Context: an optimization exercise on an open-source flow, tuned for small area, a short achievable clock period and few clock cycles per item. The choices shown serve that exercise and are no tape-out recipe. Where RTL was checked, it was by simulation tests only, not by an equivalence proof against the original. Power and IR drop assume default switching activity.

== the baseline ==
// roce_pkt_gen_top
module roce_pkt_gen_top (
  input  logic                    core_clk,
  input  logic                    core_aresetn,
  input  logic                    start_i,
  input  logic [47:0]             src_mac_i,
  input  logic [31:0]             src_ip_i,
  input  logic                    cfg_we_i,
  input  logic [2-1:0]    cfg_qp_i,
  input  logic [47:0]             cfg_mac_i,
  input  logic [31:0]             cfg_ip_i,
  input  logic [23:0]             cfg_psn_i,
  input  logic [512-1:0]      wqe_tdata_i,
  input  logic                    wqe_tvalid_i,
  input  logic                    tx_tready_i,
  output logic [512-1:0]      tx_tdata_o,
  output logic [64-1:0]  tx_tkeep_o,
  output logic                    tx_tvalid_o,
  output logic                    tx_tlast_o,
  output logic                    post_rd_wqe_o,
  output logic                    post_wr_wqe_o,
  output logic                    send_done_o,
  output logic                    read_done_o,
  output logic                    write_done_o
);
For scale: ~2400 cells after synthesis, ~840 flip-flops, about 1300 I/O pins.
clock: 10.0 ns
lec_check: 0
cap_margin: 20
core_area: 10 10 450 450
die_area: 0 0 460 460
place_density: 0.75
slew_margin: 20
standard.sh (not shown) runs the stock make flow with config.mk's settings and CLKGATE_MAP_FILE= SYNTH_SCRIPT=/design/flow/synth_recipe.tcl, a recipe that flattens the netlist after the stock synthesis.
==> flow/flow/run.sh <==
#!/bin/bash
set -euo pipefail
export SETUP_SLACK_MARGIN=6.5
export BUFFER_PORTS_ARGS="-buffer_cell sky130_fd_sc_hd__buf_1"
export CTS_ARGS="-sink_clustering_enable -repair_clock_nets -dont_use_dummy_load -sink_clustering_size 12 -buf_list {sky130_fd_sc_hd__clkbuf_8} -root_buf sky130_fd_sc_hd__clkbuf_16"
bash standard.sh > flow_standard.log 2>&1
Testbench counts of the baseline, summed over its fixed seeds: cycles 2,987, frames 768.
### the baseline -> the candidate
-- flow/design.v --
<<< the baseline, line 175
  logic [23:0] dqp_q;
  logic [23:0] dpsn_q;
  logic cur_send, cur_read, accept, ld, same;
  assign cur_send = ~fcnt_q[4] & ~fcnt_q[3];
>>> the candidate, line 175
  logic [23:0] dqp_q;
  logic [23:0] dpsn_q;
  logic        sip_ok_q;    
  logic        ks_ok_q;
  logic cur_send, cur_read, accept, ld, same;
  assign cur_send = ~fcnt_q[4] & ~fcnt_q[3];
<<< the baseline, line 246
  end
  logic [1:0]  dsel;
  logic [1:0]  sel0, sel1, sel_d;
  logic [3:0]  soh_d;
  logic [3:0]  soh_q;
  logic [31:0] dip_d;
  logic [31:0] dip_q;
  assign dsel  = arrive ? wqe_tdata_i[(47+2)*8 +: 2] : dqp_q[1:0];
  assign sel0  = n_send ? nf_q[1:0] : dsel;
  assign sel1  = (nf_q[4:3] == 2'b00 && nf_q[2:0] != 3'd7) ? nf_q[1:0] + 2'd1 : dsel;
  assign sel_d = start_frame ? sel1 : sel0;
  always_comb begin
    dip_d = '0;
    for (int e = 0; e < 4; e++) begin
      soh_d[e] = tbl_vld[e] & (sel_d == 2'(e));
      dip_d    = dip_d | ({32{soh_d[e]}} & tbl_ctx[e*104 + 24 +: 32]);
    end
  end
  always_ff @(posedge core_clk) begin
    soh_q <= soh_d;
>>> the candidate, line 248
  end
  logic [1:0]  dsel;
  logic [1:0]  sel0, sel1;
  logic [3:0]  soh0, soh1, soh_d;
  logic [3:0]  soh_q;
  logic [31:0] dip0, dip1, dip_d;
  logic [31:0] dip_q;
  assign dsel  = arrive ? wqe_tdata_i[(47+2)*8 +: 2] : dqp_q[1:0];
  assign sel0  = n_send ? nf_q[1:0] : dsel;
  assign sel1  = (nf_q[4:3] == 2'b00 && nf_q[2:0] != 3'd7) ? nf_q[1:0] + 2'd1 : dsel;
  always_comb begin
    dip0 = '0;
    dip1 = '0;
    for (int e = 0; e < 4; e++) begin
      soh0[e] = tbl_vld[e] & (sel0 == 2'(e));
      soh1[e] = tbl_vld[e] & (sel1 == 2'(e));
      dip0    = dip0 | ({32{soh0[e]}} & tbl_ctx[e*104 + 24 +: 32]);
      dip1    = dip1 | ({32{soh1[e]}} & tbl_ctx[e*104 + 24 +: 32]);
    end
  end
  assign soh_d = start_frame ? soh1 : soh0;
  assign dip_d = start_frame ? dip1 : dip0;
  always_ff @(posedge core_clk) begin
    soh_q <= soh_d;
<<< the baseline, line 279
  logic [31:0] sip_q;
  logic [15:0] ks_q;
  logic        sip_ok_q, ks_ok_q;
  logic [15:0] csum;
  assign csum_k = n_send ? 16'h959b : n_read ? 16'h964f : 16'h954f;
>>> the candidate, line 285
  logic [31:0] sip_q;
  logic [15:0] ks_q;
  logic [15:0] csum;
  assign csum_k = n_send ? 16'h959b : n_read ? 16'h964f : 16'h954f;
==> comparison <==
Number of gates resized after cts (the candidate / the baseline): 0.800
Compared with the baseline, the candidate degrades clock network power.
Per the comparison of the candidate with the baseline, number of stages on the worst setup path fell 8, summed area of non-filler cells in the final layout shows no meaningful change, starting density of the core stayed essentially flat, number of filler instances in the final layout roughly the same.
The candidate ran to completion and came out clean on the timing, DRC and antenna checks.
Run comparison: the candidate last element of the critical path i_qp_context_table.ctx_o[168]; the baseline last element of the critical path dip_q[2]
Comparing the two runs side by side, the candidate comes out behind the baseline on total power.
On post-layout utilization of the core, the baseline and the candidate are basically level.
Diff the baseline -> the candidate | number of ordinary and repair buffers in the finished layout | down slightly
Compared the candidate vs the baseline, and final critical-path share of the clock period is up in the candidate.
No functional check of the RTL was part of the candidate.

---

## rev 12
Starting RTL as in the previous note.
export LEC_CHECK = 0
export CAP_MARGIN = 20
export CORE_AREA = 10 10 450 450
export DIE_AREA = 0 0 460 460
export SLEW_MARGIN = 20
create_clock -name core_clock -period 10.0 [get_ports {core_clk}]
Scripts as last shown in full above: flow/flow/run.sh
Testbench counts of rev 12, summed over its fixed seeds: cycles 2,987, frames 768.
What rev 13 does differently from rev 12 at the input level:
--- a/flow/design.v
+++ b/flow/design.v
@@ -181,27 +181,27 @@
   assign ld       = ~tvalid_q | tx_tready_i;    
   assign same     = tvalid_q & ~last_q;         
   logic n_send, n_read, n_ok, start_frame;
   assign n_send      = ~nf_q[4] & ~nf_q[3];
   assign n_read      = ~nf_q[4] &  nf_q[3];
   assign n_ok        = started_q & ks_ok_q & ~(nf_q[4] & nf_q[3]) & (n_send | dfull_q);
   assign start_frame = ld & ~same & n_ok;
   logic       tvalid_d;
   logic [4:0] nf_d;
   assign tvalid_d = ~ld | same | n_ok;
-  assign nf_d     = start_frame ? nf_q + 5'd1 : nf_q;
+  assign nf_d     = nf_q + 5'(start_frame);
   logic arrive, dfull_d, pend_n, can_req;
   assign arrive  = wqe_tvalid_i & pend_q;
   assign dfull_d = arrive | (dfull_q & ~(start_frame & ~n_send));
   assign pend_n  = pend_q & ~arrive;
   assign can_req = started_q & ~rcnt_q[4] & ~pend_n &
-                   (~dfull_d | (~tvalid_d & (nf_q[4] | nf_q[3] | (start_frame & (nf_q[2:0] == 3'd7)))));
+                   (~dfull_d | (~tvalid_d & (nf_d[4] | nf_d[3])));
   logic       k_send, k_read, k_last;
   logic [2:0] k_idx;
   logic [2:0] k_beat;
   assign k_send = same ? cur_send : n_send;
   assign k_read = same ? cur_read : n_read;
   assign k_idx  = same ? fcnt_q[2:0] : nf_q[2:0];
   assign k_beat = same ? beat_q + 3'd1 : 3'd0;
   assign k_last = same ? (cur_send ? (k_beat == 3'd2) : (k_beat == 3'd4)) : ~n_send & ~n_read;
   always_ff @(posedge core_clk or negedge core_aresetn) begin
     if (!core_aresetn) begin
@@ -220,21 +220,21 @@
       started_q <= started_q | start_i;
       tvalid_q  <= tvalid_d;
       if (ld) begin
         last_q <= k_last;
       end
       if (accept) begin
         fcnt_q <= fcnt_q + 5'(last_q);
         beat_q <= last_q ? 3'd0 : beat_q + 3'd1;
       end
       nf_q      <= nf_d;
-      rcnt_q    <= can_req ? rcnt_q + 5'd1 : rcnt_q;
+      rcnt_q    <= rcnt_q + 5'(can_req);
       pend_q    <= pend_n | can_req;
       dfull_q   <= dfull_d;
       post_rd_q <= can_req & ~rcnt_q[3];
       post_wr_q <= can_req &  rcnt_q[3];
     end
   end
   always_ff @(posedge core_clk) begin
     if (arrive) begin
       dqp_q  <= {wqe_tdata_i[47*8 +: 8],
                  wqe_tdata_i[(47+1)*8 +: 8],
@@ -268,31 +268,29 @@
   logic [47:0] rd_mac;
   logic [23:0] rd_psn;
   always_comb begin
     rd_mac = '0;
     rd_psn = '0;
     for (int e = 0; e < 4; e++) begin
       rd_mac = rd_mac | ({48{soh_q[e]}} & tbl_ctx[e*104 + 56 +: 48]);
       rd_psn = rd_psn | ({24{soh_q[e]}} & tbl_ctx[e*104 +: 24]);
     end
   end
-  logic [15:0] csum_k, ks_x, ks_c, cs_x, cs_c;
-  logic [31:0] sip_q;
+  logic [15:0] csum_k, cs_x, cs_c;
+  logic [15:0] sip_q;
   logic [15:0] ks_q;
   logic        sip_ok_q, ks_ok_q;
   logic [15:0] csum;
   assign csum_k = n_send ? 16'h959b : n_read ? 16'h964f : 16'h954f;
-  assign ks_x = csum_k ^ sip_q[31:16] ^ sip_q[15:0];
-  assign ks_c = (csum_k & sip_q[31:16]) | (csum_k & sip_q[15:0]) | (sip_q[31:16] & sip_q[15:0]);
   always_ff @(posedge core_clk) begin
-    sip_q <= src_ip_i;
-    ks_q  <= oc_add(ks_x, {ks_c[14:0], ks_c[15]});
+    sip_q <= oc_add(src_ip_i[31:16], src_ip_i[15:0]);
+    ks_q  <= oc_add(csum_k, sip_q);
   end
   always_ff @(posedge core_clk or negedge core_aresetn) begin
     if (!core_aresetn) begin
       sip_ok_q <= 1'b0;
       ks_ok_q  <= 1'b0;
     end else begin
       sip_ok_q <= 1'b1;
       ks_ok_q  <= sip_ok_q;
     end
   end
==> comparison <==
Going from rev 12 to rev 13, wire length of the first global-routing pass grew by a few percent.
Lower total standard cell area after synthesis among rev 13 and rev 12: rev 13
Taking rev 12 as the reference, in rev 13 share of power burned in the clock network went up by 0.2 points, synthesized area per cell lower, area share of xor/xnor cells in the synthesized design held, power share of the combinational group rose 0.6 points.
Only the layout flow was run in rev 13; the RTL was not checked for function there.

==> port drivers added, routing unchanged <==
The results above use ideal ports. As a check the final layouts listed here were re-extracted and re-timed, cells and wires unchanged. Step 1, drivers: a clkbuf_16 drives core_clk and a buf_2 each remaining input, both assumed. Step 2, shift: input delay + t, output delay - t, t = (earliest + latest rising clock arrival at the registers) / 2. This alone moves slack from input paths to output paths. a / b / c = ideal ports / drivers / drivers and shift; a / b = the first two.
| run | t, ns | setup WS [ns] | worst register clock-pin slew, ns |
|---|---|---|---|
| the baseline | 0.756 | 6.532 / 6.461 / 5.705 | 0.07 / 0.07 |
| the candidate | 0.762 | 6.404 / 6.376 / 5.614 | 0.07 / 0.07 |
| rev 12 | 0.775 | 6.411 / 6.391 / 5.660 | 0.06 / 0.06 |
| rev 13 | 0.773 | 6.379 / 6.323 / 5.550 | 0.06 / 0.06 |
After both steps setup and hold are still met in every run listed. For rev 13, which loses most, drivers alone change the setup slack by -0.056 ns; drivers and shift together by -0.829 ns.
